What follows belongs to an exercise in optimizing a design on an open flow for small area, a short achievable clock period and few clock cycles per item; a production flow would make more cautious choices. Where RTL was checked, it was by simulation tests only, not by an equivalence proof against the original. No functional check of the RTL was part of runs 2 to 5. No activity file was given, so power comes from the tool's default toggle rates.

==> design.v <==
package mpc_pkg;
   localparam int TAG_W        = 31;
   localparam int CNT_W        = 32;
   localparam int SIZE_CFG_W   = 5;
   localparam int OCC_OUT_W    = 5;
   localparam int DATA_W       = 32;
   localparam int ADDR_W       = 3;
   localparam int DEF_SLOTS    = 16;
   localparam logic [SIZE_CFG_W-1:0] ACTIVE_SIZE_RESET = 5'd16;
   localparam logic [CNT_W-1:0]      CNT_RESET         = 32'd1;
   localparam logic [CNT_W-1:0]      CNT_MAX           = 32'hFFFF_FFFF;
   localparam logic REG_ACTIVE_SIZE = 1'b0;
   typedef enum logic [1:0] {
      KIND_LOOKUP = 2'd0,
      KIND_INSERT = 2'd1,
      KIND_REMOVE = 2'd2,
      KIND_DROP   = 2'd3
   } kind_type;
   typedef struct packed {
      logic                 hit;
      logic                 lookup;
      logic                 wb_valid;
      logic [TAG_W-1:0]     wb_offset;
      logic [OCC_OUT_W-1:0] occ;
   } rsp_type;
   function automatic logic [CNT_W-1:0] sat_inc(input logic [CNT_W-1:0] v);
      sat_inc = (v == CNT_MAX) ? v : v + CNT_W'(1);
   endfunction
endpackage
module mpc_cell (
   input  logic                      clock,
   input  logic                      reset,
   input  logic                      hold_match,   
   input  logic                      take_prev,    
   input  logic                      take_next,    
   input  logic                      set_valid,    
   input  logic                      new_valid,
   input  logic [mpc_pkg::TAG_W-1:0] req_tag,      
   input  logic [mpc_pkg::TAG_W-1:0] prev_tag,
   input  logic                      prev_cmp,
   input  logic [mpc_pkg::TAG_W-1:0] next_tag,
   input  logic                      next_cmp,
   output logic [mpc_pkg::TAG_W-1:0] tag_out,
   output logic                      valid_out,
   output logic                      match_out,    
   output logic                      cmp_out       
);
   logic [mpc_pkg::TAG_W-1:0] tag_ff;
   logic                      valid_ff;
   logic                      match_ff;
   assign tag_out   = tag_ff;
   assign valid_out = valid_ff;
   assign match_out = match_ff;
   assign cmp_out   = (tag_ff == req_tag);
   always_ff @(posedge clock) begin
      if (take_prev) begin
         tag_ff <= prev_tag;
      end else if (take_next) begin
         tag_ff <= next_tag;
      end
   end
   always_ff @(posedge clock) begin
      if (!hold_match) begin
         if (take_prev) begin
            match_ff <= prev_cmp;
         end else if (take_next) begin
            match_ff <= next_cmp;
         end else begin
            match_ff <= cmp_out;
         end
      end
   end
   always_ff @(posedge clock) begin
      if (reset) begin
         valid_ff <= 1'b0;
      end else if (set_valid) begin
         valid_ff <= new_valid;
      end
   end
endmodule
module mru_page_tag_cache #(
   parameter int SLOTS = mpc_pkg::DEF_SLOTS
) (
   input  logic                              clock,
   input  logic                              reset,
   input  logic                              req_valid,
   output logic                              req_stall,
   input  logic [1:0]                        req_kind,
   input  logic [mpc_pkg::TAG_W-1:0]         req_page_offset,
   output logic                              rsp_valid,
   input  logic                              rsp_stall,
   output logic                              rsp_hit,
   output logic                              rsp_writeback_valid,
   output logic [mpc_pkg::TAG_W-1:0]         rsp_writeback_offset,
   output logic [mpc_pkg::CNT_W-1:0]         rsp_hit_count,
   output logic [mpc_pkg::CNT_W-1:0]         rsp_attempt_count,
   output logic [mpc_pkg::OCC_OUT_W-1:0]     rsp_occupancy,
   input  logic                              psel,
   input  logic                              penable,
   input  logic                              pwrite,
   input  logic [mpc_pkg::ADDR_W-1:0]        paddr,
   input  logic [mpc_pkg::DATA_W-1:0]        pwdata,
   output logic [mpc_pkg::DATA_W-1:0]        prdata,
   output logic                              pready
);
   localparam int SIZE_W = $clog2(SLOTS + 1);
   localparam int IDX_W  = $clog2(SLOTS);
   localparam int TAG_W  = mpc_pkg::TAG_W;
   logic [mpc_pkg::SIZE_CFG_W-1:0] active_size_ff;
   logic                           trim_pend_ff;
   logic [SIZE_W-1:0]              eff_size;
   logic [IDX_W-1:0]               last_idx;
   logic [SLOTS-1:0]               in_size;
   logic                           csr_write;
   logic                           x_valid_ff;
   mpc_pkg::kind_type              x_kind_ff;
   logic [TAG_W-1:0]               x_tag_ff;
   logic [SIZE_W-1:0]              occ_ff;
   logic                           x_go, x_hold;
   logic                           req_accept;
   logic                           req_stall_ff;
   logic [TAG_W-1:0]               tag_q [SLOTS];
   logic [SLOTS-1:0]               valid_q, match_q, cmp_q;
   logic [SLOTS-1:0]               hit_vec;
   logic [SLOTS:0]                 above;
   logic                           hit_any;
   logic [SLOTS-1:0]               take_prev, take_next, set_valid, new_valid;
   logic                           cmp_x;
   logic                           is_lookup, is_insert, is_remove, is_drop;
   mpc_pkg::rsp_type               x_rsp;
   mpc_pkg::rsp_type               q0_ff, q1_ff;
   logic                           q0_valid_ff, q1_valid_ff;
   logic                           q0_valid_in, q1_valid_in;
   logic                           take, q0_load;
   mpc_pkg::rsp_type               q0_in;
   logic [mpc_pkg::CNT_W-1:0]      hit_total_ff, attempt_total_ff;
   logic [SIZE_W-1:0]              occ_in;
   assign pready    = 1'b1;
   assign prdata    = mpc_pkg::DATA_W'(active_size_ff);
   assign csr_write = psel && penable && pwrite && (paddr[2] == mpc_pkg::REG_ACTIVE_SIZE);
   always_comb begin
      if (active_size_ff == '0) begin
         eff_size = SIZE_W'(1);
      end else if (int'(active_size_ff) > SLOTS) begin
         eff_size = SIZE_W'(SLOTS);
      end else begin
         eff_size = SIZE_W'(active_size_ff);
      end
   end
   assign last_idx = IDX_W'(eff_size - SIZE_W'(1));
   for (genvar i = 0; i < SLOTS; i++) begin : g_size
      assign in_size[i] = SIZE_W'(i) < eff_size;
   end
   assign req_stall  = req_stall_ff;
   assign req_accept = req_valid && !req_stall_ff;
   assign x_hold     = x_valid_ff && q0_valid_ff && q1_valid_ff;
   assign x_go       = x_valid_ff && !(q0_valid_ff && q1_valid_ff);
   assign take       = q0_valid_ff && !rsp_stall;
   assign is_lookup = x_go && (x_kind_ff == mpc_pkg::KIND_LOOKUP);
   assign is_insert = x_go && (x_kind_ff == mpc_pkg::KIND_INSERT);
   assign is_remove = x_go && (x_kind_ff == mpc_pkg::KIND_REMOVE);
   assign is_drop   = x_go && (x_kind_ff == mpc_pkg::KIND_DROP);
   assign hit_vec  = match_q & valid_q;
   assign above[0] = 1'b0;
   for (genvar i = 0; i < SLOTS; i++) begin : g_above
      assign above[i+1] = above[i] | hit_vec[i];
   end
   assign hit_any = above[SLOTS];
   for (genvar i = 0; i < SLOTS; i++) begin : g_ctl
      assign take_prev[i] = (is_lookup && hit_any && !above[i]) || (is_insert && in_size[i]);
      assign take_next[i] = is_remove && above[i+1];
      always_comb begin
         set_valid[i] = 1'b0;
         new_valid[i] = 1'b0;
         if (trim_pend_ff) begin
            set_valid[i] = !in_size[i];
            new_valid[i] = 1'b0;
         end else if (is_drop) begin
            set_valid[i] = 1'b1;
            new_valid[i] = 1'b0;
         end else if (is_insert && in_size[i]) begin
            set_valid[i] = 1'b1;
            new_valid[i] = (i == 0) ? 1'b1 : valid_q[(i == 0) ? 0 : i-1];
         end else if (is_remove && above[i+1]) begin
            set_valid[i] = 1'b1;
            new_valid[i] = (i == SLOTS - 1) ? 1'b0 : valid_q[(i == SLOTS - 1) ? i : i+1];
         end
      end
   end
   assign cmp_x = (x_tag_ff == req_page_offset);
   for (genvar i = 0; i < SLOTS; i++) begin : g_cell
      logic [TAG_W-1:0] prev_tag, next_tag;
      logic             prev_cmp, next_cmp;
      if (i == 0) begin : g_first
         assign prev_tag = x_tag_ff;
         assign prev_cmp = cmp_x;
      end else begin : g_mid
         assign prev_tag = tag_q[i-1];
         assign prev_cmp = cmp_q[i-1];
      end
      if (i == SLOTS - 1) begin : g_last
         assign next_tag = '0;
         assign next_cmp = 1'b0;
      end else begin : g_inner
         assign next_tag = tag_q[i+1];
         assign next_cmp = cmp_q[i+1];
      end
      mpc_cell u_cell (
         .clock      (clock),
         .reset      (reset),
         .hold_match (x_hold),
         .take_prev  (take_prev[i]),
         .take_next  (take_next[i]),
         .set_valid  (set_valid[i]),
         .new_valid  (new_valid[i]),
         .req_tag    (req_page_offset),
         .prev_tag   (prev_tag),
         .prev_cmp   (prev_cmp),
         .next_tag   (next_tag),
         .next_cmp   (next_cmp),
         .tag_out    (tag_q[i]),
         .valid_out  (valid_q[i]),
         .match_out  (match_q[i]),
         .cmp_out    (cmp_q[i])
      );
   end
   always_comb begin
      occ_in         = occ_ff;
      x_rsp          = '0;
      x_rsp.lookup   = (x_kind_ff == mpc_pkg::KIND_LOOKUP);
      unique case (x_kind_ff)
         mpc_pkg::KIND_LOOKUP: begin
            x_rsp.hit = hit_any;
         end
         mpc_pkg::KIND_INSERT: begin
            if (valid_q[last_idx]) begin
               x_rsp.wb_valid  = 1'b1;
               x_rsp.wb_offset = tag_q[last_idx];
            end
            if (occ_ff < eff_size) begin
               occ_in = occ_ff + SIZE_W'(1);
            end
         end
         mpc_pkg::KIND_REMOVE: begin
            if (hit_any) begin
               x_rsp.wb_valid  = 1'b1;
               x_rsp.wb_offset = x_tag_ff;
               occ_in          = occ_ff - SIZE_W'(1);
            end
         end
         mpc_pkg::KIND_DROP: begin
            occ_in = '0;
         end
         default: begin
         end
      endcase
      x_rsp.occ = mpc_pkg::OCC_OUT_W'(occ_in);
   end
   always_ff @(posedge clock) begin
      if (reset) begin
         active_size_ff <= mpc_pkg::ACTIVE_SIZE_RESET;
         trim_pend_ff   <= 1'b0;
         occ_ff         <= '0;
         x_valid_ff     <= 1'b0;
      end else begin
         trim_pend_ff <= csr_write;
         if (csr_write) begin
            active_size_ff <= pwdata[mpc_pkg::SIZE_CFG_W-1:0];
         end
         if (trim_pend_ff) begin
            if (occ_ff > eff_size) begin
               occ_ff <= eff_size;
            end
         end else if (x_go) begin
            occ_ff <= occ_in;
         end
         x_valid_ff <= x_hold || req_accept;
      end
   end
   always_ff @(posedge clock) begin
      if (!x_hold) begin
         x_kind_ff <= mpc_pkg::kind_type'(req_kind);
         x_tag_ff  <= req_page_offset;
      end
   end
   always_comb begin
      q0_load     = 1'b0;
      q0_in       = x_rsp;
      q0_valid_in = q0_valid_ff;
      q1_valid_in = q1_valid_ff;
      if (!q0_valid_ff || take) begin
         if (q1_valid_ff) begin
            q0_load     = 1'b1;
            q0_in       = q1_ff;
            q0_valid_in = 1'b1;
            q1_valid_in = 1'b0;
         end else if (x_go) begin
            q0_load     = 1'b1;
            q0_valid_in = 1'b1;
         end else begin
            q0_valid_in = 1'b0;
         end
      end else if (x_go) begin
         q1_valid_in = 1'b1;
      end
   end
   always_ff @(posedge clock) begin
      if (reset) begin
         q0_valid_ff      <= 1'b0;
         q1_valid_ff      <= 1'b0;
         req_stall_ff     <= 1'b0;
         hit_total_ff     <= mpc_pkg::CNT_RESET;
         attempt_total_ff <= mpc_pkg::CNT_RESET;
      end else begin
         q0_valid_ff  <= q0_valid_in;
         q1_valid_ff  <= q1_valid_in;
         req_stall_ff <= (x_hold || req_accept) && q0_valid_in && q1_valid_in;
         if (q0_load) begin
            if (q0_in.hit) begin
               hit_total_ff <= mpc_pkg::sat_inc(hit_total_ff);
            end
            if (q0_in.lookup) begin
               attempt_total_ff <= mpc_pkg::sat_inc(attempt_total_ff);
            end
         end
      end
   end
   always_ff @(posedge clock) begin
      if (q0_load) begin
         q0_ff <= q0_in;
      end
      if (x_go && q0_valid_ff && !take && !q1_valid_ff) begin
         q1_ff <= x_rsp;
      end
   end
   assign rsp_valid            = q0_valid_ff;
   assign rsp_hit              = q0_ff.hit;
   assign rsp_writeback_valid  = q0_ff.wb_valid;
   assign rsp_writeback_offset = q0_ff.wb_offset;
   assign rsp_hit_count        = hit_total_ff;
   assign rsp_attempt_count    = attempt_total_ff;
   assign rsp_occupancy        = q0_ff.occ;
endmodule
==> run.sh <==
#!/bin/bash
# synth_recipe.tcl (not shown) runs the flow's synth.tcl, then flattens the netlist and writes it again
# the make line also repeats each setting of config.mk as NAME=value (left out here)
make -C /OpenROAD-flow-scripts/flow DESIGN_CONFIG=/design/flow/config.mk WORK_HOME=/design/flow/orfs CLKGATE_MAP_FILE= SYNTH_SCRIPT=/design/flow/synth_recipe.tcl finish
==> config.mk <==
export PLATFORM = sky130hd
export DESIGN_NAME = mru_page_tag_cache
export DESIGN_NICKNAME = mru_page_tag_cache
export VERILOG_FILES = /design/flow/design.v
export SDC_FILE = /design/flow/constraint.sdc
export NUM_CORES = 4
export LEC_CHECK = 0
export CAP_MARGIN = 20
export CORE_MARGIN = 2
export CORE_UTILIZATION = 40
export SLEW_MARGIN = 20
==> constraint.sdc <==
create_clock -name core_clock -period 5.5 [get_ports {clock}]
set_input_delay 1.1000 -clock core_clock [delete_from_list [all_inputs] [get_ports {clock}]]
set_output_delay 1.1000 -clock core_clock [all_outputs]
set_load 0.01 [all_outputs]
==> results of run 1 <==
[critical path, stage by stage, from the launching register on]
cell	delay, ps
dfxtp_1	660
inv_1	210
o21ai_2	180
inv_1	110
ha_1	350
buf_4	250
or4bb_1	300
o311ai_1	170
buf_4	230
and2_1	270
buf_4	220
buf_4	180
a2111oi_0	800
buf_4	220
o21ai_0	110
mux2_2	310
[power by group]
group | total [uW] | internal, uW | leakage [uW] | switching (uW)
clock network | 5650 | 3230 | 0.00130 | 2420
registers | 6120 | 6000 | 0.00659 | 127
logic | 1100 | 409 | 0.00820 | 690
[cells by family after synthesis]
logic type,count (synthesis)
mux,519
fa+ha+maj,14
flops,717
xor+xnor,581
compound gates,487
other cells,2
buf+inv,290
simple gates,819
[cells in the final DEF, fill, tap and decap left out, types with 12 or more instances in the layout]
| cell type | count |
|---|---|
| clkinv_2 | 14 |
| xor2_1 | 299 |
| buf_4 | 158 |
| and3_1 | 27 |
| o22ai_1 | 12 |
| clkinv_1 | 15 |
| conb_1 | 28 |
| edfxtp_1 | 622 |
| and2_1 | 43 |
| a221oi_1 | 26 |
| nor2_1 | 148 |
| nand3_1 | 65 |
| xnor2_1 | 282 |
| or3_1 | 13 |
| a31oi_1 | 15 |
| o21ai_0 | 52 |
| a22o_1 | 56 |
| inv_1 | 28 |
| a22oi_1 | 74 |
| clkbuf_1 | 19 |
| nand2_1 | 190 |
| clkbuf_16 | 84 |
| nand4_1 | 144 |
| a32oi_1 | 15 |
| mux2_4 | 28 |
| nor3_1 | 28 |
| o211ai_1 | 13 |
| dfxtp_1 | 95 |
| and4_1 | 14 |
| a221o_1 | 12 |
| a222oi_1 | 33 |
| clkdlybuf4s50_1 | 152 |
| mux2_2 | 470 |
| a21oi_1 | 57 |
| nor4_1 | 92 |
| mux2i_1 | 15 |
[per-stage QoR]
step / cell area, sq um / setup WS [ps] / hold slack (ps)
2_1_floorplan: 41300 / 960 / 485
3_3_place_gp: 44900 / 807 / 485
3_5_place_dp: 44900 / 765 / 499
5_1_grt: 47600 / 561 / 524
4_1_cts: 47500 / 761 / 506
6_report: 47600 / 676 / 504
[layout make-up]
type | instances | area (sq um)
Inverter | 28 | 105
Clock inverter | 47 | 495
Fill cell | 9409 | 54300
Sequential cell | 717 | 20600
Tap cell | 1368 | 1710
Clock buffer | 103 | 2170
Multi-Input combinational cell | 2448 | 19700
Timing Repair Buffer | 317 | 2830
[sequential cells by signal, indices dropped and copies added, names as in the netlist, 2 cells and up]
signal / cells
g_cell.u_cell.tag_ff: 496
q1_ff: 39
q0_ff: 38
attempt_total_ff: 32
hit_total_ff: 32
x_tag_ff: 31
g_cell.u_cell.match_ff: 16
g_cell.u_cell.valid_ff: 16
active_size_ff: 5
occ_ff: 5
x_kind_ff: 2
[routing by layer]
| metal | track usage | vias up | wire, um |
|---|---|---|---|
| met2 | 0.442 | 1985 | 70200 |
| met5 | 0 | - | 0 |
| met1 | 0.392 | 16000 | 64200 |
| li1 | - | 13300 | - |
| met4 | 0.104 | 0 | 6170 |
| met3 | 0.0813 | 291 | 18000 |
[final timing paths]
check               startpoint          endpoint  cells after the start
max          active_size_ff[0]         q0_ff[23]                     15
min           hit_total_ff[21]  hit_total_ff[21]                      2
max reg2reg  active_size_ff[0]         q0_ff[23]                     15
min reg2reg   hit_total_ff[21]  hit_total_ff[21]                      2
==> impl_metrics.py, run 1 <==
metrics = {
    "clocking": {
        "numCtsBuffers": 83,
        "cts_hold_buf": 0,
        "clk_pin_slew_worst_paths_ps": 60,
        "max-clock-path-buffers": 3,
        "root_buffer": "clkbuf_16",
        "clock-sinks": 717,
        "postCtsSetupRepairBufs": 0,
        "h-tree-depth": 3,
        "cts_tree": "built",
        "clkLatencyLatePin_ps": 690,
        "cts_resized": 0,
    },
    "place": {
        "dpl.cell_count": 4877,
        "hpwl_um": 117000,
        "place_congestion": 0.971,
        "portBuffers": 154,
    },
    "sta": {
        "finalCritPeriodShare": 0.877,
        "fin_crit_ps": 4820,
        "tns_ps": 0,
        "maxSlewHeadroom": 0.235,
        "fmaxAchievable_mhz": 207,
        "setup-violations-final": 0,
        "finClkSkew_ps": 36.3,
        "hold_viol_final": 0,
        "rsz0062_at_grt": "no",
        "worst_pin_slew_ps": 1150,
        "drv_slew": 0,
    },
    "logic_synthesis": {
        "syn_inst": 3429,
        "synth_area_sq_um": 41200,
        "synth.area.mux_share": 0.145,
        "synth_simple_gate_area_share": 0.104,
        "synth.most_common_cell": "edfxtp_1",
        "synth-compound-area-share": 0.0914,
        "synth_top_cell_area_share": 0.454,
        "synth_top_family_by_area": "multiplexers",
        "synthDistinctLibCells": 86,
        "synth_common_cells": "622 x edfxtp_1, 470 x mux2_2, 299 x xor2_1",
        "synth-main-ff-cell": "edfxtp_1",
        "yosysWarnings": 3,
        "yosysSeqAreaShare": 0.500,
        "synthAdderAreaFrac": 0.00425,
        "synth-seq-cells": 717,
        "yosys.area_share.xor_xnor": 0.124,
        "synth-edff-count": 622,
        "synth.area.top_cells": "edfxtp_1 45%, mux2_2 13%, xor2_1 6.4%",
        "synth_top_area_cell": "edfxtp_1",
        "avgSynthCellArea_sq_um": 12.0,
        "async_flop_share": 0,
    },
    "routing": {
        "wl_um": 159000,
        "drtAntennaViolNets": 0,
        "first_iter_violations": 4614,
        "first_pass_iters": 8,
        "remaining_drc_errors": 0,
        "wire_per_inst_um": 31.5,
        "viasPerCell": 6.28,
        "num_vias": 31600,
    },
    "critical_path": {
        "start_kind": "register",
        "cp_data_arrival_time_ps": 5250,
        "r2r_slack_ps": 680,
        "worst-path-max-fanout": 12,
        "path_class": "register to register",
        "critPathCaptureType": "register",
        "cp.required_ps": 5930,
    },
    "pwr": {
        "p_total_uw": 12900,
        "p_leak_uw": 0.0161,
        "power.density_nw_per_um2": 271,
        "vdd_drop_max_mv": 0.211,
    },
    "layout": {
        "antennaDiodeCount": 0,
        "finalNetCount": 3684,
        "syn2layout_area_growth_pct": 15.5,
        "final_core_util": 0.467,
        "instances_no_fill": 5028,
        "layout-drive-gt1-share": 0.230,
    },
    "grt": {
        "antenna_found_initial": 3,
        "grt-ovfl-total": 0,
        "grt_use_total": 0.290,
        "grt_pass1_wl_um": 223000,
        "grt_max_degree": 86,
        "grt_pass1_vias": 29700,
    },
    "die": {
        "rows": 117,
        "die_x_um": 325,
        "ioPinCount": 212,
        "core_area_sq_um": 102000,
        "start_util": 0.404,
        "die_h_um": 325,
        "die_area_sq_um": 106000,
    },
    "status": {
        "outcome": "timing/DRC/antenna clean",
    },
    "job": {
        "drv_cap": 0,
    },
    "hold_path": {
        "hp-class": "register to register",
    },
}
Testbench counts, summed over its fixed seeds: cycles 4,848, items 4,800.
==> run 2, diff against run 1 <==
--- a/design.v
+++ b/design.v
@@ -25,4 +25,17 @@
    } rsp_type;
-   function automatic logic [CNT_W-1:0] sat_inc(input logic [CNT_W-1:0] v);
-      sat_inc = (v == CNT_MAX) ? v : v + CNT_W'(1);
+   function automatic logic [OCC_OUT_W-1:0] occ_inc(input logic [OCC_OUT_W-1:0] v);
+      logic c;
+      c = 1'b1;
+      for (int i = 0; i < OCC_OUT_W; i++) begin
+         occ_inc[i] = v[i] ^ c;
+         c          = c & v[i];
+      end
+   endfunction
+   function automatic logic [OCC_OUT_W-1:0] occ_dec(input logic [OCC_OUT_W-1:0] v);
+      logic b;
+      b = 1'b1;
+      for (int i = 0; i < OCC_OUT_W; i++) begin
+         occ_dec[i] = v[i] ^ b;
+         b          = b & !v[i];
+      end
    endfunction
@@ -111,4 +124,6 @@
    logic [SIZE_W-1:0]              eff_size;
-   logic [IDX_W-1:0]               last_idx;
-   logic [SLOTS-1:0]               in_size;
+   logic [SLOTS-1:0]               in_size, last_oh;
+   logic [SLOTS-1:1]               in_size_ff;
+   logic                           full;
+   logic [TAG_W-1:0]               last_tag;
    logic                           csr_write;
@@ -149,5 +164,18 @@
    end
-   assign last_idx = IDX_W'(eff_size - SIZE_W'(1));
-   for (genvar i = 0; i < SLOTS; i++) begin : g_size
-      assign in_size[i] = SIZE_W'(i) < eff_size;
+   assign in_size = {in_size_ff, 1'b1};
+   for (genvar i = 0; i < SLOTS; i++) begin : g_last
+      if (i == SLOTS - 1) begin : g_top
+         assign last_oh[i] = in_size[i];
+      end else begin : g_low
+         assign last_oh[i] = in_size[i] && !in_size[i+1];
+      end
+   end
+   always_ff @(posedge clock) begin
+      if (reset) begin
+         in_size_ff <= '1;
+      end else if (csr_write) begin
+         for (int i = 1; i < SLOTS; i++) begin
+            in_size_ff[i] <= pwdata[mpc_pkg::SIZE_CFG_W-1:0] > mpc_pkg::SIZE_CFG_W'(i);
+         end
+      end
    end
@@ -227,2 +255,10 @@
    always_comb begin
+      full     = 1'b0;
+      last_tag = '0;
+      for (int i = 0; i < SLOTS; i++) begin
+         full     = full | (last_oh[i] & valid_q[i]);
+         last_tag = last_tag | ({TAG_W{last_oh[i] & valid_q[i]}} & tag_q[i]);
+      end
+   end
+   always_comb begin
       occ_in         = occ_ff;
@@ -235,8 +271,6 @@
          mpc_pkg::KIND_INSERT: begin
-            if (valid_q[last_idx]) begin
-               x_rsp.wb_valid  = 1'b1;
-               x_rsp.wb_offset = tag_q[last_idx];
-            end
-            if (occ_ff < eff_size) begin
-               occ_in = occ_ff + SIZE_W'(1);
+            x_rsp.wb_valid  = full;
+            x_rsp.wb_offset = last_tag;
+            if (!full) begin
+               occ_in = mpc_pkg::occ_inc(occ_ff);
             end
@@ -247,3 +281,3 @@
                x_rsp.wb_offset = x_tag_ff;
-               occ_in          = occ_ff - SIZE_W'(1);
+               occ_in          = mpc_pkg::occ_dec(occ_ff);
             end
@@ -319,6 +353,6 @@
             if (q0_in.hit) begin
-               hit_total_ff <= mpc_pkg::sat_inc(hit_total_ff);
+               hit_total_ff <= hit_inc;
             end
             if (q0_in.lookup) begin
-               attempt_total_ff <= mpc_pkg::sat_inc(attempt_total_ff);
+               attempt_total_ff <= attempt_inc;
             end
@@ -334,2 +368,12 @@
       end
+   end
+   logic [mpc_pkg::CNT_W-1:0] hit_inc, attempt_inc;
+   for (genvar i = 0; i < mpc_pkg::CNT_W; i++) begin : g_inc
+      if (i == 0) begin : g_lsb
+         assign hit_inc[i]     = hit_total_ff[i] ^ ~&hit_total_ff;
+         assign attempt_inc[i] = attempt_total_ff[i] ^ ~&attempt_total_ff;
+      end else begin : g_bit
+         assign hit_inc[i]     = hit_total_ff[i] ^ (&hit_total_ff[i-1:0] & ~&hit_total_ff);
+         assign attempt_inc[i] = attempt_total_ff[i] ^ (&attempt_total_ff[i-1:0] & ~&attempt_total_ff);
+      end
    end
==> impl_metrics.py, run 2 <==
metrics = {
    "place": {
        "place_congestion": 1.05,
        "portBuffers": 154,
        "place_area_sq_um": 43500,
        "hpwl_um": 121000,
        "dpl.cell_count": 4659,
    },
    "clocking": {
        "h-tree-depth": 3,
        "numCtsBuffers": 85,
        "max-clock-path-buffers": 3,
        "cts_hold_buf": 0,
        "clock-sinks": 732,
        "cts_tree": "built",
        "root_buffer": "clkbuf_16",
        "clkLatencyLatePin_ps": 680,
        "postCtsSetupRepairBufs": 0,
        "cts_resized": 0,
        "clk_pin_slew_worst_paths_ps": 60,
    },
    "grt": {
        "grt_use_total": 0.316,
        "grt_max_degree": 57,
        "grt-ovfl-total": 0,
        "antenna_found_initial": 4,
        "grt_pass1_wl_um": 230000,
        "grt_pass1_vias": 28700,
    },
    "die": {
        "core_area_sq_um": 100000,
        "die_area_sq_um": 103000,
        "ioPinCount": 212,
        "die_h_um": 321,
        "start_util": 0.403,
        "die_x_um": 321,
        "rows": 116,
    },
    "sta": {
        "fmaxAchievable_mhz": 237,
        "setup-violations-final": 0,
        "rsz0062_at_grt": "no",
        "maxSlewHeadroom": 0.172,
        "drv_slew": 0,
        "finalCritPeriodShare": 0.767,
        "fin_crit_ps": 4220,
        "worst_pin_slew_ps": 1240,
        "hold_viol_final": 0,
        "tns_ps": 0,
        "finClkSkew_ps": 25.8,
    },
    "logic_synthesis": {
        "synth-main-ff-cell": "edfxtp_1",
        "async_flop_share": 0,
        "synth-seq-cells": 732,
        "synth.most_common_cell": "edfxtp_1",
        "synth-edff-count": 622,
        "synth_common_cells": "622 x edfxtp_1, 408 x mux2_2, 340 x xor2_1",
        "avgSynthCellArea_sq_um": 12.2,
        "synth.area.top_cells": "edfxtp_1 46%, mux2_2 11%, xor2_1 7.4%",
        "synth_top_area_cell": "edfxtp_1",
        "yosysSeqAreaShare": 0.518,
        "synthDistinctLibCells": 76,
        "synth_top_cell_area_share": 0.463,
        "syn_inst": 3309,
        "yosysWarnings": 3,
        "synth_area_sq_um": 40300,
    },
    "layout": {
        "final_common_cell": "edfxtp_1",
        "final_cell_mix": "622 x edfxtp_1, 408 x mux2_2, 340 x xor2_1",
        "design_area_sq_um": 46300,
        "largest_reg_flops": 496,
        "finalNetCount": 3537,
        "fill_cells": 9094,
        "antennaDiodeCount": 0,
        "reg_top3": "g_cell.u_cell.tag_ff x496, q1_ff x39, q0_ff x38",
        "seqCellArea_sq_um": 20900,
        "layout-drive-gt1-share": 0.201,
        "multi_input_area_sq_um": 18500,
        "regMostFlops": "g_cell.u_cell.tag_ff",
        "instances_no_fill": 4809,
        "syn2layout_area_growth_pct": 14.8,
    },
    "critical_path": {
        "worst-path-max-fanout": 10,
        "crit_end": "g_cell[14].u_cell.match_ff",
        "rr_endpoint": "g_cell[9].u_cell.tag_ff[22]",
        "startpoint": "req_page_offset[18]",
        "cp_data_arrival_time_ps": 4730,
        "start_kind": "input pin",
        "r2r_slack_ps": 1490,
        "worst_r2r_startpoint": "g_cell[0].u_cell.match_ff",
        "path_class": "input pin to register",
        "critPathCaptureType": "register",
        "reg2reg_depth": 7,
        "cp.required_ps": 6010,
    },
    "pwr": {
        "p_sw_frac": 0.251,
        "power.density_nw_per_um2": 279,
        "combPwrFrac": 0.080,
        "internal-power_uw": 9680,
        "p_total_uw": 12900,
        "vdd_drop_max_mv": 0.246,
        "p_leak_uw": 0.0156,
        "clkPwrFrac": 0.437,
        "seq_power_share": 0.483,
        "p_sw_uw": 3240,
    },
    "routing": {
        "first_pass_iters": 7,
        "viasPerCell": 6.40,
        "remaining_drc_errors": 0,
        "wl_um": 167000,
        "dr_wl_met3_um": 20200,
        "first_iter_violations": 5318,
        "highest_layer": "met5",
        "drtAntennaViolNets": 0,
        "num_vias": 30800,
        "wire_per_inst_um": 34.8,
        "wl_met2_um": 71600,
        "wirelength_met1_um": 64100,
    },
    "job": {
        "drv_cap": 0,
    },
    "status": {
        "outcome": "timing/DRC/antenna clean",
    },
    "hold_path": {
        "hp-class": "register to register",
    },
}
[run 2: worst min-delay path by stage]
stage / start / endpoint / slack [ps] / cells past startpoint
6_report: active_size_ff[0] / active_size_ff[0] / 490 / 2
5_1_grt: active_size_ff[0] / active_size_ff[0] / 530 / 2
4_1_cts: hit_total_ff[12] / hit_total_ff[12] / 500 / 2
3_3_place_gp: attempt_total_ff[14] / attempt_total_ff[14] / 480 / 2
2_1_floorplan: in_size_ff[15] / in_size_ff[15] / 460 / 2
3_5_place_dp: hit_total_ff[12] / hit_total_ff[12] / 490 / 2
[run 2: area by class of cell]
class / instances / share of cell area
flip-flops and latches: 732 / 0.451
well taps: 1298 / 0.0351
inverters: 26 / 0.00211
repair buffers: 281 / 0.0543
clock buffers: 112 / 0.0513
clock inverters: 37 / 0.00660
multi-input cells: 2323 / 0.399
[run 2: worst max-delay path, stage by stage]
cell and delay [ps]:
clkdlybuf4s50_1 1000, xor2_1 190, nor4_1 870, nand4_1 310, nor4_1 730, buf_4 250
mux2i_1 70, a21oi_1 180
[run 2: stage by stage]
stage / util / worst slack, ps / hold WS [ps]
after floorplan: - / 1610 / 459
after global placement: 0.435 / 980 / 478
after detailed placement: 0.435 / 1010 / 493
after CTS: 0.462 / 1520 / 502
after global routing: 0.463 / 1360 / 529
final: 0.463 / 1280 / 492
[run 2: power groups by stage]
stage                     Sequential (uW)  Combinational [uW]  Clock [uW]
final                                6240                1040        5640
after global placement               6360                 979           0
after floorplan                      6300                 570           0
after detailed placement             6360                 984           0
after CTS                            6240                 990        5690
after global routing                 6250                1060        5900
[run 2: per-layer routing]
layer	track usage	vias to the layer above
met5	0	-
met4	0.171	4
met3	0.0952	450
met2	0.470	2179
met1	0.412	15400
li1	-	12800
[run 2: cells by family (layout without fill, tap and decap cells)]
logic type                 Yosys count  in the layout  synth area share
other                                2             28          0.000186
adders and majority gates           13             13           0.00404
AOI/OAI and AO/OA                  465            465            0.0834
muxes                              518            518             0.144
xor gates and xnor gates           574            574             0.125
buffers and inverters              280            456            0.0304
DFF                                732            732             0.518
and+or+nand+nor                    725            725            0.0949
==> run 3, diff against run 2 <==
--- a/config.mk
+++ b/config.mk
@@ -10,2 +10,3 @@
 export CORE_UTILIZATION = 40
+export SETUP_SLACK_MARGIN = 3.2
 export SLEW_MARGIN = 20
==> impl_metrics.py, run 3 <==
metrics = {
    "status": {
        "outcome": "timing/DRC/antenna clean",
    },
    "clocking": {
        "clk_pin_slew_worst_paths_ps": 60,
        "numCtsBuffers": 82,
        "root_buffer": "clkbuf_16",
        "cts_hold_buf": 0,
        "clkLatencyLatePin_ps": 680,
        "clock-sinks": 732,
        "h-tree-depth": 3,
        "cts_tree": "built",
        "max-clock-path-buffers": 3,
    },
    "routing": {
        "first_iter_violations": 6837,
        "remaining_drc_errors": 0,
        "first_pass_iters": 11,
        "wire_per_inst_um": 40.2,
        "drtAntennaViolNets": 0,
        "viasPerCell": 6.91,
        "wl_um": 213000,
        "num_vias": 36600,
    },
    "layout": {
        "fill_cells": 8109,
        "seqCellArea_sq_um": 21100,
        "reg_top3": "g_cell.u_cell.tag_ff x496, q1_ff x39, q0_ff x38",
        "largest_reg_flops": 496,
        "layout-drive-gt1-share": 0.448,
        "regMostFlops": "g_cell.u_cell.tag_ff",
        "final_cell_mix": "622 x edfxtp_1, 332 x xor2_1, 314 x mux2_2",
        "finalNetCount": 4012,
        "instances_no_fill": 5300,
        "final_core_util": 0.560,
        "final_common_cell": "edfxtp_1",
        "multi_input_area_sq_um": 21700,
        "syn2layout_area_growth_pct": 38.9,
    },
    "pwr": {
        "clkPwrFrac": 0.420,
        "p_leak_uw": 0.0206,
        "combPwrFrac": 0.112,
        "power.density_nw_per_um2": 238,
        "seq_power_share": 0.468,
        "p_sw_uw": 3530,
        "vdd_drop_max_mv": 0.234,
        "internal-power_uw": 9820,
        "p_sw_frac": 0.265,
    },
    "logic_synthesis": {
        "synth.area.top_cells": "edfxtp_1 46%, mux2_2 11%, xor2_1 7.4%",
        "synth-edff-count": 622,
        "synth.most_common_cell": "edfxtp_1",
        "syn_inst": 3309,
        "yosysSeqAreaShare": 0.518,
        "synth_area_sq_um": 40300,
        "synth_top_area_cell": "edfxtp_1",
        "synth_top_cell_area_share": 0.463,
        "yosysWarnings": 3,
        "synthDistinctLibCells": 76,
        "avgSynthCellArea_sq_um": 12.2,
        "async_flop_share": 0,
        "synth-seq-cells": 732,
        "synth-main-ff-cell": "edfxtp_1",
        "synth_common_cells": "622 x edfxtp_1, 408 x mux2_2, 340 x xor2_1",
    },
    "grt": {
        "antenna_found_initial": 11,
        "grt_max_degree": 66,
        "grt_use_total": 0.381,
        "gr-usage-met3": 0.186,
        "grt.busiest_layer": "met2",
        "grt-ovfl-total": 0,
        "met1_usage": 0.460,
        "grt_pass1_vias": 33100,
        "grt_pass1_wl_um": 272000,
        "met2_usage": 0.521,
    },
    "hold_path": {
        "min_from": "active_size_ff[1]",
        "hold_end": "active_size_ff[1]",
        "min_path_cells": 2,
        "hp-class": "register to register",
    },
    "sta": {
        "maxSlewHeadroom": 0.242,
        "hold_viol_final": 0,
        "rsz0062_at_grt": "yes",
        "fmaxAchievable_mhz": 304,
        "finalCritPeriodShare": 0.598,
        "fin_crit_ps": 3290,
        "tns_ps": 0,
        "finClkSkew_ps": 38.0,
        "drv_slew": 0,
        "whs_ps": 483,
        "setup-violations-final": 0,
        "worst_pin_slew_ps": 1140,
    },
    "place": {
        "portBuffers": 154,
        "place_congestion": 1.02,
        "hpwl_um": 121000,
        "dpl.cell_count": 4638,
    },
    "critical_path": {
        "cp_slowest_cell": "a222oi_1",
        "rr_endpoint": "q0_ff[19]",
        "worst_r2r_startpoint": "g_cell[0].u_cell.valid_ff",
        "path_common_cell": "buf_12",
        "worst_path_largest_cell_delay_ps": 1000,
        "crit_chain": "nor2b_4, buf_12, buf_12, buf_16, buf_4, a222oi_1, nand4_1, o21ai_2, nand2_2, mux2_2",
        "reg2reg_depth": 10,
        "cp_data_arrival_time_ps": 3700,
        "cp.required_ps": 5910,
        "start_kind": "register",
        "r2r_slack_ps": 2210,
        "path_class": "register to register",
        "path_buf_inv": 4,
        "startpoint": "g_cell[0].u_cell.valid_ff",
        "critPathCaptureType": "register",
        "worst-path-max-fanout": 4,
        "critPathTopFamily": "compound AO/OA/AOI/OAI gates",
    },
    "die": {
        "die_h_um": 321,
        "start_util": 0.403,
        "die_x_um": 321,
        "die_area_sq_um": 103000,
        "core_area_sq_um": 100000,
        "rows": 116,
        "ioPinCount": 212,
    },
    "job": {
        "drv_cap": 0,
    },
}
## run 3: cell counts after synthesis
Identical to the previous run, type by type.
## run 3: power groups by stage
stage	Combinational, uW	Sequential [uW]	Clock [uW]
2_1_floorplan	679	6300	0
4_1_cts	1290	6230	5600
5_1_grt	1480	6250	5820
3_5_place_dp	998	6360	0
3_3_place_gp	993	6360	0
6_report	1490	6240	5610
## run 3: area by class of cell
type	instances	area share
multi-input combinational	2361	0.388
sequential	732	0.377
antenna	10	0.000447
timing repair inverter	1	0.000134
clock inverter	50	0.00675
timing repair buffer	720	0.157
tap	1298	0.0290
inverter	26	0.00190
clock buffer	102	0.0404
## run 3: per-stage QoR
| step | total power, uW | area (sq um) | worst slack (ps) |
|---|---|---|---|
| final | 13300 | 56000 | 2210 |
| after global placement | 7360 | 44100 | 1060 |
| after detailed placement | 7360 | 44100 | 1040 |
| after CTS | 13100 | 53500 | 2570 |
| after floorplan | 6980 | 42300 | 2710 |
| after global routing | 13500 | 56000 | 2240 |
## run 3: logic make-up after synthesis
group,after synthesis,share of synthesized area
flops,732,0.518
other cells,2,0.000186
mux,518,0.144
xor+xnor,574,0.125
fa+ha+maj,13,0.00404
simple gates,725,0.0949
buf+inv,280,0.0304
compound gates,465,0.0834
## run 3: worst max-delay path by stage
stage,slack [ps],endpoint,cells past startpoint
after CTS,2570,q0_ff[8],7
after detailed placement,1040,g_cell[14].u_cell.match_ff,7
after global routing,2240,q0_ff[19],10
after global placement,1060,g_cell[14].u_cell.match_ff,7
final,2210,q0_ff[19],10
after floorplan,2710,g_cell[1].u_cell.tag_ff[0],9
## run 3: repair_timing
| action | 4_1_cts | 5_1_grt |
|---|---|---|
| endpoints found under the hold margin | 0 | 0 |
| gates resized for setup | 1291 | 311 |
| gates cloned | 86 | 26 |
| buffers inserted | 299 | 88 |
| pin swaps | 162 | 124 |
| endpoints found under the setup margin | 1300 | 1225 |
## run 3: per-layer routing
metal / wire length [um] / up-vias
met5: 759 / -
met4: 21100 / 23
met3: 35600 / 1073
met2: 82200 / 3573
met1: 73400 / 18100
li1: - / 13800
## run 3: worst reg2reg max path, stage by stage, from the launching register on
cell,delay (ps)
dfxtp_4,350
nor2b_4,140
buf_12,130
buf_12,120
buf_16,120
buf_4,220
a222oi_1,1010
nand4_1,270
o21ai_2,310
nand2_2,100
mux2_2,280
==> run 4, diff against run 3 <==
--- a/config.mk
+++ b/config.mk
@@ -9,4 +9,5 @@
 export CORE_MARGIN = 2
-export CORE_UTILIZATION = 40
-export SETUP_SLACK_MARGIN = 3.2
+export CORE_UTILIZATION = 60
+export SETUP_SLACK_MARGIN = 2.8
 export SLEW_MARGIN = 20
+export TNS_END_PERCENT = 5
==> impl_metrics.py, run 4 <==
metrics = {
    "status": {
        "outcome": "timing/DRC/antenna clean",
    },
    "pwr": {
        "p_total_uw": 13000,
        "power.density_nw_per_um2": 269,
        "vdd_drop_max_mv": 0.256,
        "p_leak_uw": 0.0167,
    },
    "logic_synthesis": {
        "synth_common_cells": "622 x edfxtp_1, 408 x mux2_2, 340 x xor2_1",
        "avgSynthCellArea_sq_um": 12.2,
        "yosysSeqAreaShare": 0.518,
        "syn_inst": 3309,
        "synth_top_area_cell": "edfxtp_1",
        "synth.area.top_cells": "edfxtp_1 46%, mux2_2 11%, xor2_1 7.4%",
        "synth_top_cell_area_share": 0.463,
        "synth-seq-cells": 732,
        "yosysWarnings": 3,
        "synthDistinctLibCells": 76,
        "synth.most_common_cell": "edfxtp_1",
        "synth-main-ff-cell": "edfxtp_1",
        "synth-edff-count": 622,
        "synth_area_sq_um": 40300,
        "async_flop_share": 0,
    },
    "layout": {
        "regMostFlops": "g_cell.u_cell.tag_ff",
        "final_common_cell": "edfxtp_1",
        "finalNetCount": 3655,
        "layout-drive-gt1-share": 0.269,
        "design_area_sq_um": 48400,
        "reg_top3": "g_cell.u_cell.tag_ff x496, q1_ff x39, q0_ff x38",
        "syn2layout_area_growth_pct": 20.0,
        "largest_reg_flops": 496,
        "final_cell_mix": "622 x edfxtp_1, 406 x mux2_2, 334 x xor2_1",
    },
    "critical_path": {
        "cp_slowest_cell": "a222oi_1",
        "start_kind": "register",
        "critPathCaptureType": "register",
        "worst-path-max-fanout": 3,
        "path_buf_inv": 0,
        "critPathTopFamily": "compound AO/OA/AOI/OAI gates",
        "rr_endpoint": "q0_ff[13]",
        "worst_r2r_startpoint": "g_cell[15].u_cell.tag_ff[8]",
        "cp_data_arrival_time_ps": 3640,
        "worst_path_largest_cell_delay_ps": 1090,
        "cp.required_ps": 5910,
        "path_class": "register to register",
        "r2r_slack_ps": 2260,
        "reg2reg_depth": 5,
        "crit_chain": "a222oi_1, nand4_1, o21ai_4, nand2_2, mux2_4",
    },
    "sta": {
        "finClkSkew_ps": 28.0,
        "drv_slew": 0,
        "fin_crit_ps": 3240,
        "fmaxAchievable_mhz": 309,
        "rsz0062_at_grt": "yes",
        "setup-violations-final": 0,
        "worst_pin_slew_ps": 1310,
        "tns_ps": 0,
        "finalCritPeriodShare": 0.589,
        "maxSlewHeadroom": 0.124,
        "hold_viol_final": 0,
    },
    "hold_path": {
        "min_path_cells": 2,
        "min_from": "active_size_ff[0]",
        "hp-class": "register to register",
        "hold_end": "active_size_ff[0]",
    },
    "die": {
        "die_area_sq_um": 69300,
        "rows": 95,
        "ioPinCount": 212,
        "core_area_sq_um": 66800,
        "die_h_um": 263,
        "die_x_um": 263,
        "start_util": 0.603,
    },
    "grt": {
        "grt-ovfl-total": 0,
        "grt_pass1_vias": 31500,
        "grt_use_total": 0.500,
        "grt_max_degree": 61,
        "grt_pass1_wl_um": 242000,
        "antenna_found_initial": 15,
    },
    "routing": {
        "drtAntennaViolNets": 0,
        "viasPerCell": 7.61,
        "num_vias": 34300,
        "wl_um": 182000,
        "remaining_drc_errors": 0,
        "first_pass_iters": 10,
        "wire_per_inst_um": 40.4,
        "first_iter_violations": 7010,
    },
    "place": {
        "portBuffers": 154,
        "hpwl_um": 117000,
        "place_area_sq_um": 43000,
        "place_congestion": 1.13,
    },
    "job": {
        "drv_cap": 0,
    },
    "clocking": {
        "max-clock-path-buffers": 3,
        "h-tree-depth": 3,
        "cts_tree": "built",
        "root_buffer": "clkbuf_16",
        "clock-sinks": 732,
        "clkLatencyLatePin_ps": 660,
        "numCtsBuffers": 80,
        "clk_pin_slew_worst_paths_ps": 60,
    },
}
run 4: through the flow:
step | utilization | hold WS (ps) | setup slack, ps | instances
after global routing | 0.724 | 512 | 2310 | 4504
after global placement | 0.644 | 467 | 1010 | 4232
after floorplan | - | 459 | 2210 | 3335
final | 0.724 | 484 | 2260 | 4510
after CTS | 0.706 | 484 | 2630 | 4430
after detailed placement | 0.644 | 475 | 1040 | 4232
run 4: logic make-up (layout without fill, tap and decap cells):
| family | Yosys count | in the layout | synth area share |
|---|---|---|---|
| DFF | 732 | 732 | 0.518 |
| and+or+nand+nor | 725 | 730 | 0.0949 |
| xor gates and xnor gates | 574 | 574 | 0.125 |
| muxes | 518 | 518 | 0.144 |
| AOI/OAI and AO/OA | 465 | 469 | 0.0834 |
| buffers and inverters | 280 | 565 | 0.0304 |
| adders and majority gates | 13 | 13 | 0.00404 |
| other | 2 | 36 | 0.000186 |
run 4: area by class of cell:
class / instances / area [sq um]
well taps: 873 / 1090
repair buffers: 395 / 4190
multi-input cells: 2332 / 19400
clock inverters: 42 / 439
clock buffers: 102 / 2210
diodes: 8 / 20.0
fillers: 4513 / 18400
flip-flops and latches: 732 / 20900
inverters: 26 / 100
run 4: repair_timing:
action | CTS | global route
setup endpoints to repair | 1181 | 1125
gates resized for setup | 328 | 167
hold buffers | 0 | 0
cloned | 15 | 11
pin swaps | 41 | 44
buffers inserted | 39 | 58
run 4: worst min-delay path, cell delays in order, from the launching register on:
cell	delay [ps]
dfxtp_1	330
nand2_1	60
a21oi_1	50
run 4: report_power, final:
group	leakage, uW	total (uW)	internal, uW	switching, uW
clock network	0.00130	5570	3180	2390
logic	0.00865	1200	426	769
registers	0.00670	6250	6100	149
total	0.0167	13000	9710	3310
run 4: worst max-delay path by stage:
stage,from,endpoint,cells after the start
final,g_cell[15].u_cell.tag_ff[8],q0_ff[13],5
after global routing,in_size_ff[12],q0_ff[1],8
after global placement,req_page_offset[17],g_cell[12].u_cell.match_ff,10
after floorplan,g_cell[0].u_cell.match_ff,g_cell[7].u_cell.tag_ff[0],8
after detailed placement,req_page_offset[17],g_cell[12].u_cell.match_ff,10
after CTS,in_size_ff[12],q0_ff[12],7
run 4: routing by layer:
metal  part of all wire  vias up  global-route usage
met2               0.40     3560               0.699
met3               0.18     1007               0.250
met1               0.32    16700               0.603
li1                   -    13100                   -
met4               0.10       20               0.334
met5             0.0034        -              0.0284
==> run 5, diff against run 4 <==
--- a/design.v
+++ b/design.v
@@ -67,7 +67,28 @@
    assign cmp_out   = (tag_ff == req_tag);
+   logic                      keep;
+   logic [mpc_pkg::TAG_W-1:0] tag_in;
+   assign keep   = !take_prev && !take_next;
+   assign tag_in = ({mpc_pkg::TAG_W{take_prev}} & prev_tag)
+                 | ({mpc_pkg::TAG_W{take_next}} & next_tag)
+                 | ({mpc_pkg::TAG_W{keep}} & tag_ff);
    always_ff @(posedge clock) begin
+      tag_ff <= tag_in;
+   end
+   logic valid_in;
+   logic match_in;
+   always_comb begin
+      valid_in = valid_ff;
+      if (reset) begin
+         valid_in = 1'b0;
+      end else if (set_valid) begin
+         valid_in = new_valid;
+      end
+   end
+   always_comb begin
       if (take_prev) begin
-         tag_ff <= prev_tag;
+         match_in = prev_cmp;
       end else if (take_next) begin
-         tag_ff <= next_tag;
+         match_in = next_cmp;
+      end else begin
+         match_in = cmp_out;
       end
@@ -76,9 +97,3 @@
       if (!hold_match) begin
-         if (take_prev) begin
-            match_ff <= prev_cmp;
-         end else if (take_next) begin
-            match_ff <= next_cmp;
-         end else begin
-            match_ff <= cmp_out;
-         end
+         match_ff <= match_in && valid_in;
       end
@@ -86,7 +101,3 @@
    always_ff @(posedge clock) begin
-      if (reset) begin
-         valid_ff <= 1'b0;
-      end else if (set_valid) begin
-         valid_ff <= new_valid;
-      end
+      valid_ff <= valid_in;
    end
@@ -190,3 +201,3 @@
    assign is_drop   = x_go && (x_kind_ff == mpc_pkg::KIND_DROP);
-   assign hit_vec  = match_q & valid_q;
+   assign hit_vec  = match_q;   
    assign above[0] = 1'b0;
@@ -259,3 +270,3 @@
          full     = full | (last_oh[i] & valid_q[i]);
-         last_tag = last_tag | ({TAG_W{last_oh[i] & valid_q[i]}} & tag_q[i]);
+         last_tag = last_tag | ({TAG_W{last_oh[i]}} & tag_q[i]);
       end
@@ -272,3 +283,3 @@
             x_rsp.wb_valid  = full;
-            x_rsp.wb_offset = last_tag;
+            x_rsp.wb_offset = full ? last_tag : '0;
             if (!full) begin
@@ -361,6 +372,10 @@
    end
+   logic q0_from_q1, q0_from_x, q0_keep;
+   assign q0_from_q1 = q0_load && q1_valid_ff;
+   assign q0_from_x  = q0_load && !q1_valid_ff;
+   assign q0_keep    = !q0_load;
    always_ff @(posedge clock) begin
-      if (q0_load) begin
-         q0_ff <= q0_in;
-      end
+      q0_ff <= ({$bits(q0_ff){q0_from_q1}} & q1_ff)
+             | ({$bits(q0_ff){q0_from_x}} & x_rsp)
+             | ({$bits(q0_ff){q0_keep}} & q0_ff);
       if (x_go && q0_valid_ff && !take && !q1_valid_ff) begin
==> impl_metrics.py, run 5 <==
metrics = {
    "status": {
        "outcome": "timing/DRC/antenna clean",
    },
    "logic_synthesis": {
        "synth_top_cell_area_share": 0.343,
        "yosysWarnings": 3,
        "synth-main-ff-cell": "dfxtp_1",
        "syn_inst": 4323,
        "synth_top_area_cell": "dfxtp_1",
        "synth.area.top_cells": "dfxtp_1 34%, a22oi_1 12%, nand2_1 11%",
        "synth-edff-count": 88,
        "synthDistinctLibCells": 83,
        "synth.most_common_cell": "nand2_1",
        "synth_common_cells": "1068 x nand2_1, 644 x dfxtp_1, 623 x a22oi_1",
        "synth-seq-cells": 732,
        "async_flop_share": 0,
        "yosysSeqAreaShare": 0.413,
        "avgSynthCellArea_sq_um": 8.70,
        "synth_area_sq_um": 37600,
    },
    "grt": {
        "grt_use_total": 0.501,
        "grt_pass1_vias": 33000,
        "grt_max_degree": 62,
        "grt_pass1_wl_um": 235000,
        "antenna_found_initial": 12,
        "grt-ovfl-total": 0,
    },
    "pwr": {
        "seq_power_share": 0.470,
        "internal-power_uw": 9760,
        "p_sw_frac": 0.300,
        "p_sw_uw": 4180,
        "power.density_nw_per_um2": 315,
        "p_leak_uw": 0.0185,
        "combPwrFrac": 0.120,
        "clkPwrFrac": 0.410,
        "vdd_drop_max_mv": 0.265,
        "p_total_uw": 13900,
    },
    "critical_path": {
        "startpoint": "in_size_ff[12]",
        "worst_r2r_startpoint": "in_size_ff[12]",
        "rr_endpoint": "q0_ff[33]",
        "cp.required_ps": 6040,
        "crit_end": "q0_ff[33]",
        "critPathCaptureType": "register",
        "r2r_slack_ps": 2680,
        "start_kind": "register",
        "path_class": "register to register",
        "worst-path-max-fanout": 32,
        "cp_data_arrival_time_ps": 3360,
        "reg2reg_depth": 7,
    },
    "routing": {
        "viasPerCell": 7.04,
        "first_iter_violations": 7191,
        "wl_um": 169000,
        "highest_layer": "met5",
        "first_pass_iters": 10,
        "wire_per_inst_um": 31.6,
        "remaining_drc_errors": 0,
        "wirelength_met1_um": 61300,
        "wl_met2_um": 67200,
        "num_vias": 37600,
        "drtAntennaViolNets": 0,
        "dr_wl_met3_um": 25800,
    },
    "clocking": {
        "root_buffer": "clkbuf_16",
        "clock-sinks": 732,
        "h-tree-depth": 3,
        "numCtsBuffers": 79,
        "cts_tree": "built",
        "cts_hold_buf": 0,
        "clk_pin_slew_worst_paths_ps": 60,
        "clkLatencyLatePin_ps": 660,
        "max-clock-path-buffers": 3,
    },
    "layout": {
        "largest_reg_flops": 496,
        "final_cell_mix": "1065 x nand2_1, 640 x dfxtp_1, 623 x a22oi_1",
        "layout-drive-gt1-share": 0.114,
        "regMostFlops": "g_cell.u_cell.tag_ff",
        "final_common_cell": "nand2_1",
        "syn2layout_area_growth_pct": 17.7,
        "finalNetCount": 4522,
        "fill_cells": 4791,
        "reg_top3": "g_cell.u_cell.tag_ff x496, q1_ff x39, q0_ff x38",
    },
    "sta": {
        "drv_slew": 0,
        "setup-violations-final": 0,
        "rsz0062_at_grt": "yes",
        "finalCritPeriodShare": 0.513,
        "hold_viol_final": 0,
        "worst_pin_slew_ps": 1080,
        "maxSlewHeadroom": 0.283,
        "tns_ps": 0,
        "fin_crit_ps": 2820,
        "finClkSkew_ps": 36.5,
        "fmaxAchievable_mhz": 354,
    },
    "place": {
        "place_congestion": 1.06,
        "hpwl_um": 120000,
        "portBuffers": 154,
    },
    "die": {
        "die_h_um": 254,
        "die_area_sq_um": 64700,
        "core_area_sq_um": 61800,
        "ioPinCount": 212,
        "die_x_um": 254,
        "start_util": 0.608,
        "rows": 91,
    },
    "hold_path": {
        "hp-class": "register to register",
        "min_from": "q1_ff[36]",
    },
    "job": {
        "drv_cap": 0,
    },
}
==> run 5: stage by stage <==
step	area (sq um)	setup slack (ps)	hold WS (ps)	std cells	utilization
final	44200	2680	479	5343	0.716
after global placement	39900	1080	451	5132	0.646
after floorplan	37700	2510	453	4349	-
after CTS	43300	2540	484	5299	0.701
after global routing	44200	2690	496	5339	0.716
after detailed placement	39900	1040	470	5132	0.646
==> run 5: worst max-delay path, stage by stage, from the launching register on <==
cell      delay, ps
dfxtp_1         380
nor2b_2         180
clkbuf_8        280
a22oi_1         690
nand4_1         230
nand4b_1        410
a22o_1          340
a21o_1          150
==> run 5: how the worst min path moves through the flow <==
stage                              to  depth (start not counted)
floorplan                   q0_ff[36]                          2
global placement            q0_ff[38]                          1
detailed placement          q0_ff[36]                          2
CTS                 active_size_ff[0]                          2
global route        active_size_ff[0]                          2
finish                      q0_ff[36]                          2
==> run 5: what timing repair did <==
| item | 4_1_cts | 5_1_grt |
|---|---|---|
| pin swaps | 8 | 22 |
| endpoints found under the setup margin | 698 | 660 |
| hold endpoints to repair | 0 | 0 |
| gates resized for setup | 148 | 236 |
| cloned | 2 | 4 |
| buffers inserted | 20 | 31 |
==> run 5: power by group through the flow <==
stage / registers, uW / clock network, uW / logic, uW
detailed placement: 6560 / 0 / 1480
finish: 6540 / 5720 / 1670
global route: 6540 / 5880 / 1720
CTS: 6460 / 5690 / 1510
global placement: 6550 / 0 / 1450
floorplan: 6260 / 0 / 942
==> run 5: final cells by class <==
type	instances	area, sq um	area share
Antenna cell	8	20.0	0.000452
Clock buffer	112	2330	0.0528
Clock inverter	33	418	0.00944
Inverter	22	87.6	0.00198
Multi-Input combinational cell	3256	21400	0.483
Sequential cell	732	15500	0.351
Tap cell	837	1050	0.0237
Timing Repair Buffer	343	3410	0.0771
==> run 5: logic make-up (layout without fill, tap and decap cells) <==
logic type | after synthesis | count (layout) | synth area share
other cells | 2 | 36 | 0.000200
xor+xnor | 583 | 583 | 0.136
compound gates | 1004 | 1006 | 0.207
simple gates | 1610 | 1611 | 0.191
flops | 732 | 732 | 0.413
buf+inv | 364 | 510 | 0.0447
fa+ha+maj | 13 | 13 | 0.00433
mux | 15 | 15 | 0.00419
==> run 5: routing by layer <==
layer  up-vias  track usage
met1     17700        0.654
li1      15800            -
met3       728        0.182
met2      3376        0.691
met4        12        0.331
met5         -       0.0278
==> run 6, diff against run 5 <==
--- a/design.v
+++ b/design.v
@@ -132,2 +132,3 @@
    localparam int TAG_W  = mpc_pkg::TAG_W;
+   localparam int RSP_W  = 3 + mpc_pkg::TAG_W + mpc_pkg::OCC_OUT_W;
    logic [mpc_pkg::SIZE_CFG_W-1:0] active_size_ff;
@@ -377,5 +378,5 @@
    always_ff @(posedge clock) begin
-      q0_ff <= ({$bits(q0_ff){q0_from_q1}} & q1_ff)
-             | ({$bits(q0_ff){q0_from_x}} & x_rsp)
-             | ({$bits(q0_ff){q0_keep}} & q0_ff);
+      q0_ff <= ({RSP_W{q0_from_q1}} & q1_ff)
+             | ({RSP_W{q0_from_x}} & x_rsp)
+             | ({RSP_W{q0_keep}} & q0_ff);
       if (x_go && q0_valid_ff && !take && !q1_valid_ff) begin
==> impl_metrics.py, run 6 <==
metrics = {
    "status": {
        "outcome": "timing/DRC/antenna clean",
    },
    "logic_synthesis": {
        "synth-edff-count": 88,
        "yosysSeqAreaShare": 0.413,
        "synthDistinctLibCells": 83,
        "yosys.area_share.xor_xnor": 0.136,
        "synth_top_cell_area_share": 0.343,
        "synth_top_family_by_area": "compound AO/OA/AOI/OAI gates",
        "synth-main-ff-cell": "dfxtp_1",
        "synth_area_sq_um": 37600,
        "synth.most_common_cell": "nand2_1",
        "synth.area.mux_share": 0.00419,
        "async_flop_share": 0,
        "synth_simple_gate_area_share": 0.191,
        "synthAdderAreaFrac": 0.00433,
        "syn_inst": 4323,
        "synth-seq-cells": 732,
        "synth_common_cells": "1068 x nand2_1, 644 x dfxtp_1, 623 x a22oi_1",
        "synth-compound-area-share": 0.207,
        "synth_top_area_cell": "dfxtp_1",
        "synth.area.top_cells": "dfxtp_1 34%, a22oi_1 12%, nand2_1 11%",
        "avgSynthCellArea_sq_um": 8.70,
        "yosysWarnings": 3,
    },
    "die": {
        "die_area_sq_um": 64700,
        "die_x_um": 254,
        "die_h_um": 254,
        "ioPinCount": 212,
        "start_util": 0.608,
        "core_area_sq_um": 61800,
        "rows": 91,
    },
    "clocking": {
        "h-tree-depth": 3,
        "clk_pin_slew_worst_paths_ps": 60,
        "clkLatencyLatePin_ps": 660,
        "cts_tree": "built",
        "clock-sinks": 732,
        "root_buffer": "clkbuf_16",
        "numCtsBuffers": 79,
        "max-clock-path-buffers": 3,
    },
    "routing": {
        "remaining_drc_errors": 0,
        "first_pass_iters": 10,
        "first_iter_violations": 7191,
        "wl_um": 169000,
        "wire_per_inst_um": 31.6,
        "num_vias": 37600,
        "viasPerCell": 7.04,
        "drtAntennaViolNets": 0,
    },
    "layout": {
        "reg_top3": "g_cell.u_cell.tag_ff x496, q1_ff x39, q0_ff x38",
        "final_cell_mix": "1065 x nand2_1, 640 x dfxtp_1, 623 x a22oi_1",
        "final_common_cell": "nand2_1",
        "instances_no_fill": 5343,
        "layout-drive-gt1-share": 0.114,
        "syn2layout_area_growth_pct": 17.7,
        "largest_reg_flops": 496,
        "finalNetCount": 4522,
        "regMostFlops": "g_cell.u_cell.tag_ff",
    },
    "critical_path": {
        "critPathTopFamily": "compound AO/OA/AOI/OAI gates",
        "crit_chain": "nor2b_2, clkbuf_8, a22oi_1, nand4_1, nand4b_1, a22o_1, a21o_1",
        "r2r_slack_ps": 2680,
        "worst_r2r_startpoint": "in_size_ff[12]",
        "cp.required_ps": 6040,
        "worst-path-max-fanout": 32,
        "cp_data_arrival_time_ps": 3360,
        "start_kind": "register",
        "path_buf_inv": 1,
        "path_class": "register to register",
        "rr_endpoint": "q0_ff[33]",
        "reg2reg_depth": 7,
        "cp_slowest_cell": "a22oi_1",
        "worst_path_largest_cell_delay_ps": 690,
        "critPathCaptureType": "register",
    },
    "grt": {
        "grt_pass1_vias": 33000,
        "grt_use_total": 0.501,
        "grt_pass1_wl_um": 235000,
        "antenna_found_initial": 12,
        "grt-ovfl-total": 0,
        "grt_max_degree": 62,
    },
    "pwr": {
        "power.density_nw_per_um2": 315,
        "p_leak_uw": 0.0185,
        "vdd_drop_max_mv": 0.265,
    },
    "sta": {
        "maxSlewHeadroom": 0.283,
        "finalCritPeriodShare": 0.513,
        "tns_ps": 0,
        "whs_ps": 479,
        "finClkSkew_ps": 36.5,
        "hold_viol_final": 0,
        "fin_ws_ps": 2680,
        "fmaxAchievable_mhz": 354,
        "rsz0062_at_grt": "yes",
        "worst_pin_slew_ps": 1080,
        "drv_slew": 0,
        "setup-violations-final": 0,
        "fin_crit_ps": 2820,
    },
    "place": {
        "place_ws_ps": 1040,
        "portBuffers": 154,
        "hpwl_um": 120000,
        "place_congestion": 1.06,
        "dpl.cell_count": 5132,
    },
    "hold_path": {
        "hp-class": "register to register",
        "hold_end": "q0_ff[36]",
        "min_path_cells": 2,
        "min_from": "q1_ff[36]",
    },
    "job": {
        "drv_cap": 0,
    },
}
## run 6: where the power goes
group	internal (uW)	switching (uW)
Sequential	5770	779
Combinational	606	1070
Clock	3380	2330
## run 6: final cells by class
cell class,count,area [sq um]
Timing Repair Buffer,343,3410
Clock buffer,112,2330
Fill cell,4791,17600
Tap cell,837,1050
Multi-Input combinational cell,3256,21400
Inverter,22,87.6
Clock inverter,33,418
Sequential cell,732,15500
Antenna cell,8,20.0
## run 6: worst register-to-register path: stages (launching register included)
cell and delay [ps]:
dfxtp_1 380, nor2b_2 180, clkbuf_8 280, a22oi_1 740, nand4_1 230, nand4b_1 410, a22o_1 340, a21o_1 150
## run 6: what timing repair did
action / in CTS / in global routing
hold buffers: 0 / 0
endpoints found under the setup margin: 698 / 660
pin swaps: 8 / 22
setup buffers: 20 / 31
gates resized for setup: 148 / 236
gates cloned: 2 / 4
## run 6: per-layer routing
| metal | GRT usage | part of all wire |
|---|---|---|
| met3 | 0.182 | 0.15 |
| met2 | 0.691 | 0.40 |
| met1 | 0.654 | 0.36 |
| met5 | 0.0278 | 0.0019 |
| met4 | 0.331 | 0.086 |
## run 6: how the worst max path moves through the flow
stage / startpoint / endpoint / depth (start not counted)
after floorplan: req_page_offset[23] / g_cell[8].u_cell.match_ff / 9
after global placement: req_page_offset[17] / g_cell[13].u_cell.match_ff / 10
after detailed placement: req_page_offset[21] / g_cell[9].u_cell.match_ff / 9
after CTS: req_page_offset[19] / g_cell[6].u_cell.match_ff / 11
after global routing: attempt_total_ff[19] / attempt_total_ff[1] / 8
final: in_size_ff[12] / q0_ff[33] / 7
## run 6: cell families (layout without fill, tap and decap cells)
logic type	after synthesis	count (layout)
AOI/OAI and AO/OA	1004	1006
xor gates and xnor gates	583	583
adders and majority gates	13	13
buffers and inverters	364	510
DFF	732	732
muxes	15	15
other	2	36
and+or+nand+nor	1610	1611
## run 6: per-stage QoR
step | area, sq um | total power (uW) | util
3_5_place_dp | 39900 | 8040 | 0.646
3_3_place_gp | 39900 | 8010 | 0.646
2_1_floorplan | 37700 | 7200 | -
5_1_grt | 44200 | 14100 | 0.716
4_1_cts | 43300 | 13700 | 0.701
6_report | 44200 | 13900 | 0.716
Testbench counts of run 6, summed over its fixed seeds: cycles 4,848, items 4,800.

-- port drivers added, routing unchanged --
No port has a modelled driver above. Below, the same layouts with a new extraction and two added sets of constraints.
Step 1 sets driving cells, clkbuf_16 on the clock port and buf_2 on the other inputs (assumed; they add their load-dependent delay and slew).
Step 2 moves the port delays by t, midway between the first and last clock arrival at a register: inputs arrive t later, outputs are due t later. That takes back most of the time a late clock gives input paths.
Three values: ideal, step 1, step 2; two values: the first two.
| run | shift t [ns] | slack for setup (ns) | hold WS [ns] | slew at the worst register clock pin (ns) | worst data-port slew with drivers (ns) |
|---|---|---|---|---|---|
| run 1 | 0.739 | 0.676 / 0.676 / 0.576 | 0.504 / 0.504 / 0.504 | 0.07 / 0.07 | 0.14 |
| run 2 | 0.734 | 1.283 / 1.320 / 0.586 | 0.492 / 0.492 / 0.492 | 0.07 / 0.07 | 0.09 |
| run 3 | 0.734 | 2.212 / 2.212 / 2.013 | 0.483 / 0.483 / 0.483 | 0.07 / 0.07 | 0.09 |
| run 4 | 0.716 | 2.262 / 2.262 / 1.883 | 0.484 / 0.484 / 0.484 | 0.07 / 0.07 | 0.10 |
| run 5 | 0.708 | 2.676 / 2.655 / 2.010 | 0.479 / 0.479 / 0.479 | 0.07 / 0.07 | 0.12 |
| run 6 | 0.708 | 2.676 / 2.655 / 2.010 | 0.479 / 0.479 / 0.479 | 0.07 / 0.07 | 0.12 |
After both steps every run listed still meets setup and hold. For run 2, which loses most, drivers alone change the setup slack by +0.037 ns; drivers and shift together by -0.697 ns.
